Context: an optimization exercise on an open-source flow, tuned for small area, a short achievable clock period and few clock cycles. The choices shown serve that exercise and are no tape-out recipe. The RTL was checked by simulation tests, not by an equivalence proof against the original design. Power figures rest on the tool's default switching activity, not on a simulated workload.

`flow/design.v`:
```
module work_stealing_deque_top #(
    parameter int DEPTH  = 64,
    parameter int TASK_W = 32,    
    parameter int ACT_W  = 3      
) (
    input  logic                       i_clk,
    input  logic                       i_rst_n,
    input  logic                       i_valid,
    output logic                       o_ready,
    input  logic [ACT_W-1:0]  i_action,
    input  logic [TASK_W-1:0] i_task_req,
    output logic                       o_valid,
    input  logic                       i_ready,
    output logic                       o_ok,
    output logic [TASK_W-1:0] o_task_out,
    output logic [$clog2(DEPTH):0]     o_count,
    output logic                       o_is_empty,
    output logic                       o_is_full
);
    localparam logic [ACT_W-1:0] ACT_PUSH  = 3'd0;
    localparam logic [ACT_W-1:0] ACT_POP   = 3'd1;
    localparam logic [ACT_W-1:0] ACT_STEAL = 3'd2;
    localparam logic [ACT_W-1:0] ACT_PEEK  = 3'd3;
    localparam logic [ACT_W-1:0] ACT_CLEAR = 3'd4;
    localparam int AW = $clog2(DEPTH);
    localparam int PW = AW + 1;
    localparam logic [PW-1:0] DEPTH_P = PW'(DEPTH);
    logic [TASK_W-1:0] r_mem [DEPTH];
    logic [TASK_W-1:0] r_rd_data;
    logic [PW-1:0] r_front, n_front;
    logic [PW-1:0] r_back,  n_back;
    logic          r_s1_v;
    logic          r_s1_ok;
    logic          r_s1_rd;     
    logic [PW-1:0] r_s1_cnt;
    logic              r_o_v;
    logic              r_o_ok;
    logic [TASK_W-1:0] r_o_task;
    logic [PW-1:0]     r_o_cnt;
    logic              r_o_empty;
    logic              r_o_full;
    logic [ACT_W-1:0] w_act;
    logic          w_acc;
    logic          w_s1_adv;
    logic [PW-1:0] w_held;
    logic [PW-1:0] w_back_m1;
    logic          w_ok;
    logic          w_rd_en;
    logic          w_wr_en;
    logic [AW-1:0] w_rd_addr;
    logic [PW-1:0] w_cnt_next;
    assign w_act     = i_action;
    assign w_held    = r_back - r_front;
    assign w_back_m1 = r_back - PW'(1);
    assign w_s1_adv = r_s1_v & (~r_o_v | i_ready);
    assign o_ready  = ~r_s1_v | ~r_o_v | i_ready;
    assign w_acc    = i_valid & o_ready;
    always_comb begin
        n_front   = r_front;
        n_back    = r_back;
        w_ok      = 1'b0;
        w_rd_en   = 1'b0;
        w_wr_en   = 1'b0;
        w_rd_addr = r_front[AW-1:0];
        unique case (w_act)
            ACT_PUSH: begin
                if (w_held != DEPTH_P) begin
                    w_wr_en = 1'b1;
                    n_back  = r_back + PW'(1);
                    w_ok    = 1'b1;
                end
            end
            ACT_POP: begin
                if (w_held != '0) begin
                    w_rd_en   = 1'b1;
                    w_rd_addr = w_back_m1[AW-1:0];
                    w_ok      = 1'b1;
                    if (w_held == PW'(1)) begin
                        n_front = r_front + PW'(1);
                        n_back  = r_front + PW'(1);
                    end else begin
                        n_back  = w_back_m1;
                    end
                end
            end
            ACT_STEAL: begin
                if (w_held != '0) begin
                    w_rd_en = 1'b1;
                    n_front = r_front + PW'(1);
                    w_ok    = 1'b1;
                end
            end
            ACT_PEEK: begin
                if (w_held != '0) begin
                    w_rd_en = 1'b1;
                    w_ok    = 1'b1;
                end
            end
            ACT_CLEAR: begin
                n_front = '0;
                n_back  = '0;
                w_ok    = 1'b1;
            end
            default: begin
            end
        endcase
    end
    assign w_cnt_next = n_back - n_front;
    always_ff @(posedge i_clk) begin
        if (w_acc && w_wr_en) begin
            r_mem[r_back[AW-1:0]] <= i_task_req;
        end
        if (w_acc && w_rd_en) begin
            r_rd_data <= r_mem[w_rd_addr];
        end
    end
    always_ff @(posedge i_clk) begin
        if (!i_rst_n) begin
            r_front <= '0;
            r_back  <= '0;
            r_s1_v  <= 1'b0;
            r_o_v   <= 1'b0;
        end else begin
            if (w_acc) begin
                r_front <= n_front;
                r_back  <= n_back;
            end
            if (w_acc) begin
                r_s1_v <= 1'b1;
            end else if (w_s1_adv) begin
                r_s1_v <= 1'b0;
            end
            if (w_s1_adv) begin
                r_o_v <= 1'b1;
            end else if (i_ready) begin
                r_o_v <= 1'b0;
            end
        end
    end
    always_ff @(posedge i_clk) begin
        if (w_acc) begin
            r_s1_ok  <= w_ok;
            r_s1_rd  <= w_rd_en;
            r_s1_cnt <= w_cnt_next;
        end
        if (w_s1_adv) begin
            r_o_ok    <= r_s1_ok;
            r_o_task  <= r_s1_rd ? r_rd_data : '0;
            r_o_cnt   <= r_s1_cnt;
            r_o_empty <= (r_s1_cnt == '0);
            r_o_full  <= (r_s1_cnt == DEPTH_P);
        end
    end
    assign o_valid    = r_o_v;
    assign o_ok       = r_o_ok;
    assign o_task_out = r_o_task;
    assign o_count    = r_o_cnt;
    assign o_is_empty = r_o_empty;
    assign o_is_full  = r_o_full;
endmodule
```
`flow/constraint.sdc`:
```
create_clock -name core_clock -period 5.5 [get_ports {i_clk}]
set_input_delay 1.1000 -clock core_clock [delete_from_list [all_inputs] [get_ports {i_clk}]]
set_output_delay 1.1000 -clock core_clock [all_outputs]
set_load 0.01 [all_outputs]
```
`flow/config.mk`:
```
export PLATFORM = sky130hd
export DESIGN_NAME = work_stealing_deque_top
export DESIGN_NICKNAME = work_stealing_deque_top
export VERILOG_FILES = /design/flow/design.v
export SDC_FILE = /design/flow/constraint.sdc
export NUM_CORES = 4
export LEC_CHECK = 0
export CAP_MARGIN = 20
export CORE_MARGIN = 2
export CORE_UTILIZATION = 40
export SLEW_MARGIN = 20
```
`flow/run.sh`:
```
#!/bin/bash
# synth_recipe.tcl (not shown) runs the flow's synth.tcl, then flattens the netlist and writes it again
# the make line also repeats each setting of config.mk as NAME=value (left out here)
make -C /OpenROAD-flow-scripts/flow DESIGN_CONFIG=/design/flow/config.mk WORK_HOME=/design/flow/orfs CLKGATE_MAP_FILE= SYNTH_SCRIPT=/design/flow/synth_recipe.tcl finish
```
==> results of run 1 <==
[cell usage in the layout (no fill, tap or decap), drive strengths merged, types with 12 or more instances in the layout]
| cell type | netlist | final |
|---|---|---|
| edfxtp | 2131 | 2131 |
| nand2 | 850 | 850 |
| buf | 214 | 416 |
| and3 | 328 | 328 |
| mux2i | 295 | 295 |
| clkbuf | 174 | 255 |
| mux2 | 190 | 190 |
| o21ai | 190 | 190 |
| a31oi | 151 | 151 |
| o221ai | 143 | 143 |
| a211oi | 142 | 142 |
| a21oi | 140 | 140 |
| nor2 | 111 | 111 |
| clkinv | 0 | 94 |
| a221oi | 88 | 88 |
| nor3 | 86 | 86 |
| o22ai | 73 | 73 |
| nand3 | 71 | 71 |
| clkdlybuf4s50 | 0 | 50 |
| and2 | 41 | 41 |
| nand4 | 27 | 27 |
| inv | 17 | 25 |
| a311oi | 23 | 23 |
| a32o | 20 | 20 |
| bufinv | 0 | 19 |
| dfxtp | 16 | 16 |
| or4 | 15 | 15 |
| ha | 15 | 15 |
| xnor2 | 12 | 12 |
[through the flow]
step	hold WS, ps	instances	instance area [um2]	setup WS [ps]	utilization (%)
2_1_floorplan	400	5678	86000	65.5	-
3_3_place_gp	423	8590	93000	-144	43.4
3_5_place_dp	412	8592	93100	-168	43.5
4_1_cts	430	8976	99900	164	46.6
5_1_grt	441	8981	99900	37.2	46.6
6_report	425	8984	99900	118	46.6
[sequential cells by signal, summed over array words and instances (netlist names)]
| signal | count |
|---|---|
| r_mem | 2048 |
| r_o_task | 32 |
| r_rd_data | 32 |
| r_back | 7 |
| r_front | 7 |
| r_o_cnt | 7 |
| r_s1_cnt | 7 |
| r_o_empty | 1 |
| r_o_full | 1 |
| r_o_ok | 1 |
| r_o_v | 1 |
| r_s1_ok | 1 |
| r_s1_rd | 1 |
| r_s1_v | 1 |
[worst paths after layout]
check / from / endpoint / slack (ps)
min: r_s1_ok / r_o_ok / 430
min reg2reg: r_s1_ok / r_o_ok / 430
max reg2reg: r_back[0] / r_rd_data[18] / 120
max: r_back[0] / r_rd_data[18] / 120
[logic make-up after synthesis]
logic type / after synthesis / synth area share [%]
AND/OR/NAND/NOR: 1568 / 8.44
adder cells (fa/ha/maj): 17 / 0.265
multiplexers: 485 / 5.92
XOR/XNOR: 20 / 0.204
flip-flops: 2147 / 74.8
AO/OA/AOI/OAI: 1036 / 8.29
buffers and inverters: 405 / 2.12
[repair_timing]
item / CTS / global route
hold buffers: 0 / 0
endpoints found under the setup margin: 1 / 8
gates resized for setup: 0 / 2
setup buffers: 2 / 0
pin swaps: 1 / 2
[per-layer routing]
metal  global-route usage, %  part of all wire (%)  vias up
met3                    3.66                   8.2      390
met2                    37.6                    47     2506
li1                        -                     -    22800
met5                       0                0.0027        -
met4                    7.58                   3.2        2
met1                    32.9                    42    27700
[final cells by class]
type,instances,area (um2),share of cell area (%)
timing repair buffer,466,4640,4.64
clock buffer,255,5530,5.54
clock inverter,127,1240,1.24
antenna,8,20.0,0.0200
inverter,17,63.8,0.0639
multi-input combinational,3126,20600,20.6
sequential,2147,64300,64.4
tap,2838,3550,3.55
[report_power, final]
group          total (mW)  internal [mW]  leakage (nW)  switching, mW
clock network        14.3           8.04          3.29           6.21
registers            18.2           18.1          19.3         0.0448
logic                3.85           1.33          12.0           2.52
==> notes.md, run 1 <==
- Run status: no timing/DRC/antenna violations
- DRT iter0 DRCs: between 6k and 7k
- Setup tns final: 0 ps
- WS Path Type: flop to flop
- Flops & latches, synth: 2147
- Count of final hold-check violations: 0
- Clock Tree Root: clkbuf_16
- Synth warn: 1
- Final Power: between 30 and 40 mW
- Tcrit/Tclk final: 97.9%
- Largest net degree at the start of global routing: between 100 and 150
- Skew final: approximately 64 ps
- Clock transition at path regs: 70 ps
- Clk latency of the worst-skew pair: between 800 and 900 ps
- Starting density of the core: 40.2%
- EDFF count, synth: ~2.1k
- Cell taking the most area after synthesis: edfxtp_1
- Number of cells on the critical path: 16
- Maximum VDD drop: 378 uV
- First-pass GRT wire length: 371000 um
- Max-cap viol count: 0
- Average wire per standard cell: 29.2 um
- Synth cell count leaders: 2131 x edfxtp_1, 850 x nand2_1, 328 x and3_1
- Vias in the first global route: ~50k
- Ports: 83
- CP max FO: 33
- Crit-path cells: inv_1 > ha_1 > fa_1 > and2b_1 > o31ai_1 > or4b_4 > a311oi_4 > a21boi_1 > nor2_4 > buf_4 > buf_12 > buf_12 > a32o_1 > nor3_1 > o41ai_1 > a311oi_1
- Count leader, synth: edfxtp_1
- Die area: 219000 um2
- Synth Net Count: 5734
- Power Dens Cells: around 360 nW/um2
- Slowest cell delay on critical path: 990 ps
- Worst Path Required: 6070 ps
- ANT nets after route: 0
- Arrival @ worst endpoint: about 6000 ps
- Synth-to-layout area growth: 16.1%
- Yosys cell types: 73
- Worst r2r path cells: 16
- Post-synthesis sequential area ratio: 74.8%
- PortBufs: between 80 and 90
- DRT Pass-1 Iters: 5
- Chip width: about 470 um
- Proportion of layout cells with a drive suffix above 1: approximately 16%
- GR Overflow Total: 0
- Fin nets: 6028
- Clk sinks: 2147
- Die Y: ~470 um
- Synth Instances: 5678
- FP Rows: 170
- Crit path top cell by count: buf_12
- Vias: ~53k
- Class of the worst hold path: flop to flop
- Synth area leaders: edfxtp_1 74%, nand2_1 3.7%, mux2i_1 3.4%
- DRC violations left: 0
- Worst hold path depth: 0
- Gpl congestion: about 0.9
- Slew Viols, Final: 0
- Synth async-reset ratio: 0%
- Pleak: 34.6 nW
- Minimum clock period: roughly 5400 ps
- Predominant post-synthesis flop cell: edfxtp_1
- Vias per std cell: 5.95
- Avg Inst Size Synth: 15.2 um2
- TritonCTS clock tree: built
- Top-area cell type share of the netlist area: 74.4%
- CTS buffer count: ~210
- Final Routed Wirelength: 263000 um
- GRT Total Usage: 23.5%
- F_max: 186 MHz
- CP Capture Type: flop
- Initial antenna violation count: 12
- Synthesized cell area: 86000 um2
- CTS Buffer Depth: 3
- Rel. slew slack: between 10% and 20%
- Delay-heaviest family, CP: compound AO/OA/AOI/OAI gates
- Final-layout fill cell count: 18.2k
- Max stage delay cell, worst path: o41ai_1
- Core area: 214000 um2
- Post-DP HPWL: 149000 um
- WP buf/inv: 4
- Worst Tran Pin Value: 1210 ps
- Htree depth: 4
- # setup viols final: 0
- Worst setup SP type: flop
- RSZ-0062 raised after global routing: no
Testbench counts, summed over its fixed seeds: cycles 18,419.
==> inputs of run 2 (changes only) <==
==> flow/design.v (replaced) <==
module work_stealing_deque_top #(
    parameter int DEPTH  = 64,
    parameter int TASK_W = 32,    
    parameter int ACT_W  = 3      
) (
    input  logic                       i_clk,
    input  logic                       i_rst_n,
    input  logic                       i_valid,
    output logic                       o_ready,
    input  logic [ACT_W-1:0]  i_action,
    input  logic [TASK_W-1:0] i_task_req,
    output logic                       o_valid,
    input  logic                       i_ready,
    output logic                       o_ok,
    output logic [TASK_W-1:0] o_task_out,
    output logic [$clog2(DEPTH):0]     o_count,
    output logic                       o_is_empty,
    output logic                       o_is_full
);
    localparam logic [ACT_W-1:0] ACT_PUSH  = 3'd0;
    localparam logic [ACT_W-1:0] ACT_POP   = 3'd1;
    localparam logic [ACT_W-1:0] ACT_STEAL = 3'd2;
    localparam logic [ACT_W-1:0] ACT_PEEK  = 3'd3;
    localparam logic [ACT_W-1:0] ACT_CLEAR = 3'd4;
    localparam int AW = $clog2(DEPTH);
    localparam int PW = AW + 1;
    localparam int RW = 1 + TASK_W + PW + 2;    
    logic [TASK_W-1:0] r_mem [DEPTH];
    logic [AW-1:0] r_front, r_back, r_bm1;
    logic [PW-1:0] r_cnt;
    logic          r_empty, r_full;
    logic          r_ov, r_sv, r_rdy;
    logic [RW-1:0] r_o, r_s;
    logic          w_acc, w_free;
    logic          w_push, w_pop, w_steal, w_peek, w_clear;
    logic          w_ok, w_rd_back, w_rd_front;
    logic [TASK_W-1:0] w_front_data, w_back_data, w_task;
    logic [PW-1:0] w_cnt;
    logic [RW-1:0] w_res;
    assign o_ready = r_rdy;
    assign w_acc   = i_valid & r_rdy;
    assign w_free  = ~r_ov | i_ready;
    assign w_push  = (i_action == ACT_PUSH) & ~r_full;
    assign w_pop   = (i_action == ACT_POP) & ~r_empty;
    assign w_steal = (i_action == ACT_STEAL) & ~r_empty;
    assign w_peek  = (i_action == ACT_PEEK) & ~r_empty;
    assign w_clear = (i_action == ACT_CLEAR);
    assign w_ok       = w_push | w_pop | w_steal | w_peek | w_clear;
    assign w_rd_back  = w_pop;
    assign w_rd_front = w_steal | w_peek;
    assign w_front_data = r_mem[r_front];
    assign w_back_data  = r_mem[r_bm1];
    assign w_task = ({TASK_W{w_rd_back}} & w_back_data) |
                    ({TASK_W{w_rd_front}} & w_front_data);
    always_comb begin
        if (w_clear)                w_cnt = '0;
        else if (w_push)            w_cnt = r_cnt + PW'(1);
        else if (w_pop | w_steal)   w_cnt = r_cnt - PW'(1);
        else                        w_cnt = r_cnt;
    end
    assign w_res = {w_ok, w_task, w_cnt, (w_cnt == '0), (w_cnt == PW'(DEPTH))};
    always_ff @(posedge i_clk) begin
        if (!r_full) begin
            r_mem[r_back] <= i_task_req;
        end
    end
    always_ff @(posedge i_clk) begin
        if (!i_rst_n) begin
            r_front <= '0;
            r_back  <= '0;
            r_bm1   <= '1;
            r_cnt   <= '0;
            r_empty <= 1'b1;
            r_full  <= 1'b0;
        end else if (w_acc) begin
            if (w_clear) begin
                r_front <= '0;
                r_back  <= '0;
                r_bm1   <= '1;
            end else if (w_push) begin
                r_back  <= r_back + AW'(1);
                r_bm1   <= r_bm1 + AW'(1);
            end else if (w_pop) begin
                r_back  <= r_back - AW'(1);
                r_bm1   <= r_bm1 - AW'(1);
            end else if (w_steal) begin
                r_front <= r_front + AW'(1);
            end
            r_cnt   <= w_cnt;
            r_empty <= (w_cnt == '0);
            r_full  <= (w_cnt == PW'(DEPTH));
        end
    end
    always_ff @(posedge i_clk) begin
        if (!i_rst_n) begin
            r_ov  <= 1'b0;
            r_sv  <= 1'b0;
            r_rdy <= 1'b1;
        end else if (r_sv) begin
            if (i_ready) begin
                r_sv  <= 1'b0;
                r_rdy <= 1'b1;
            end
        end else if (w_acc) begin
            if (w_free) begin
                r_ov <= 1'b1;
            end else begin
                r_sv  <= 1'b1;
                r_rdy <= 1'b0;
            end
        end else if (i_ready) begin
            r_ov <= 1'b0;
        end
    end
    always_ff @(posedge i_clk) begin
        if (r_sv) begin
            if (i_ready) r_o <= r_s;
        end else if (w_acc) begin
            if (w_free) r_o <= w_res;
            else        r_s <= w_res;
        end
    end
    assign o_valid = r_ov;
    assign {o_ok, o_task_out, o_count, o_is_empty, o_is_full} = r_o;
endmodule
--- a/flow/config.mk
+++ b/flow/config.mk
@@ -9,3 +9,4 @@
 export CORE_MARGIN = 2
-export CORE_UTILIZATION = 40
+export CORE_UTILIZATION = 50
+export SETUP_SLACK_MARGIN = 2.0
 export SLEW_MARGIN = 20
==> notes.md, run 2 <==
- GR Overflow Total: 0
- Pleak: 36.7 nW
- PortBufs: just over 80
- Worst setup SP type: flop
- Slew Viols, Final: 0
- Fin nets: 5733
- FP Rows: 165
- First-pass GRT wire length: around 520000 um
- Htree depth: 4
- Synth warn: 1
- Maximum VDD drop: 379 uV
- Initial antenna violation count: 28
- Post-DP Area: 106000 um2
- Synthesized cell area: about 100000 um2
- Predominant post-synthesis flop cell: edfxtp_1
- EDFF count, synth: 2132
- ANT nets after route: 0
- Run status: no timing/DRC/antenna violations
- Skew final: 37.9 ps
- Yosys cell types: between 80 and 90
- Die area: approximately 200000 um2
- Synth cell count leaders: 2132 x edfxtp_1, 913 x mux4_2, 367 x mux2i_1
- Class of the worst hold path: flop to flop
- Post-Place Worst Slack: 711 ps
- Flops & latches, synth: 2174
- Hold Startpoint: r_s[2]
- Slowest cell delay on critical path: 590 ps
- Worst Tran Pin Value: 1230 ps
- Layout Utilization: 56.5%
- Die Y: 454 um
- GRT Total Usage: 37.7%
- CTS buffer count: 229
- RSZ-0062 raised after global routing: yes
- Max reg flops: ~2k
- M1 GR Usage: between 50 and 60%
- Core area: 202000 um2
- Clk latency of the worst-skew pair: 920 ps
- Placed cells: ~8.1k
- Count of final hold-check violations: 0
- Clk sinks: 2174
- Final-layout fill cell count: 15.2k
- Most frequent cells in the layout: 2132 x edfxtp_1, 913 x mux4_2, 366 x mux2i_1, 311 x buf_4, 242 x nand2_1
- Vias per std cell: 7.46
- Synth-to-layout area growth: 12.6%
- Final cell count without fillers: 8561
- Vias in the first global route: approximately 60k
- Worst r2r path cells: 9
- Count leader, synth: edfxtp_1
- Worst hold path depth: 2
- Reg-to-reg endpoint: r_o[18]
- Synth async-reset ratio: 0%
- WS Path Type: flop to flop
- Synth Net Count: 5467
- Rel. slew slack: 18.0%
- Worst min-delay path endpoint: r_o[2]
- Most common cell after layout, fill and taps aside: edfxtp_1
- Largest net degree at the start of global routing: 74
- CTS Buffer Depth: 3
- Hold-fix buffers, CTS: 0
- Post-route cell area: 114000 um2
- Final WS setup: 1850 ps
- Tcrit/Tclk final: about two thirds
- Clock transition at path regs: 60 ps
- Average wire per standard cell: around 45 um
- DRT Pass-1 Iters: 6
- DRT iter0 DRCs: 11.3k
- DRC violations left: 0
- CP max FO: 27
- Max-cap viol count: 0
- GR Util met2: between 50% and 60%
- Arrival @ worst endpoint: 4430 ps
- Proportion of layout cells with a drive suffix above 1: 31.0%
- Post-synthesis sequential area ratio: 64.1%
- Clock Tree Root: clkbuf_16
- Worst hold slack: 523 ps
- Met3 Track Usage GR: between 10% and 20%
- TritonCTS clock tree: built
- Max stage delay cell, worst path: nor4_1
- Vias: 63.9k
- CP Capture Type: flop
- Chip width: ~450 um
- Crit-path cells: buf_12 > nor2_2 > buf_4 > o221ai_1 > o221ai_1 > nor2_1 > nor4_1 > a31o_1 > mux2_2
- Cell taking the most area after synthesis: edfxtp_1
- Avg Inst Size Synth: 18.7 um2
- Worst Path Required: 6280 ps
- Gpl congestion: between 0.9 and 1
- Internal reg-to-reg setup slack: about 1900 ps
- Final Routed Wirelength: 388000 um
- Top-area cell type share of the netlist area: between 60% and 70%
- Power Dens Cells: 316 nW/um2
- # setup viols final: 0
- F_max: 274 MHz
- Post-DP HPWL: roughly 240000 um
- Gr busiest metal: met2
- Ports: 83
- Minimum clock period: 3650 ps
- Crit path top cell by count: o221ai_1
- Synth area leaders: edfxtp_1 63%, mux4_2 20%, mux2i_1 3.6%
- Final Power: 36.0 mW
- Setup tns final: 0 ps
- Starting density of the core: 50.1%
- Synth Instances: 5415
## run 2: per-layer routing
metal,share of wire (%),vias to the layer above,routed length (um)
met2,44,5215,170000
met1,35,33800,137000
met3,13,1048,51300
met4,7.5,26,29200
li1,-,23700,-
met5,0.045,-,175
## run 2: cells by family (layout without fill, tap and decap cells)
group	Yosys count	in the layout	synth area share, %
AOI/OAI and AO/OA	675	675	4.61
xor gates and xnor gates	18	18	0.156
adders and majority gates	13	13	0.176
buffers and inverters	436	900	2.67
DFF	2174	2174	64.1
muxes	1353	1353	24.8
other	0	10	0
and+or+nand+nor	746	746	3.47
## run 2: critical path: cells and delay by family, from the launching register on
kind	cells	cell delay, ps
AO/OA/AOI/OAI	3	710
buffers and inverters	2	630
flip-flops	1	550
multiplexers	1	140
AND/OR/NAND/NOR	3	1420
## run 2: where the power goes
part	switching [mW]	internal [mW]	total, mW
registers	0.162	18.4	18.6
logic	1.60	0.949	2.55
clock network	6.68	8.21	14.9
## run 2: repair_timing
action,4_1_cts,5_1_grt
pin swaps,1,1
gates cloned,2,0
setup endpoints to repair,56,43
buffers inserted,17,14
hold endpoints to repair,0,0
resized for setup,28,17
## run 2: layout make-up
class	instances	area [um2]	share of cell area, %
clock buffers	294	6060	5.32
clock inverters	135	1010	0.887
repair buffers	445	4210	3.70
well taps	2672	3340	2.93
flip-flops and latches	2174	64900	57.0
multi-input cells	2805	34300	30.1
diodes	10	25.0	0.0220
inverters	26	125	0.110
## run 2: worst max-delay path by stage
stage	to	slack, ps	from
floorplan	r_back[5]	2030	i_action[1]
global placement	r_o[21]	810	i_action[1]
detailed placement	r_o[21]	710	i_action[1]
CTS	r_o[18]	1920	flop
global route	r_o[11]	1970	flop
finish	r_o[18]	1850	flop
Testbench counts of run 2, summed over its fixed seeds: cycles 12,008.

==> static timing again, ports no longer ideal <==
The flow's constraints put no driver on any port. The routed layouts listed below were extracted and timed again, unchanged, in two steps.
Step 1 assumes that a clkbuf_16 drives the clock port and a buf_2 every other input.
Step 2 times the ports against the registers' clock, not the clock port: input delays grow and output delays shrink by t, the midpoint of the rising clock arrivals with the driver on.
a / b / c = ideal / step 1 / step 2; a / b = the first two.
run	t (ns)	slack for setup (ns)	worst setup path after step 2
run 1	0.939	0.118 / 0.118 / -0.057	input to register
run 2	0.995	1.852 / 1.852 / 1.099	input to register
Met with ideal ports but missed after step 2: setup timing in run 1. For run 2, which loses most, drivers alone change the setup slack by 0.000 ns; drivers and shift together by -0.753 ns.
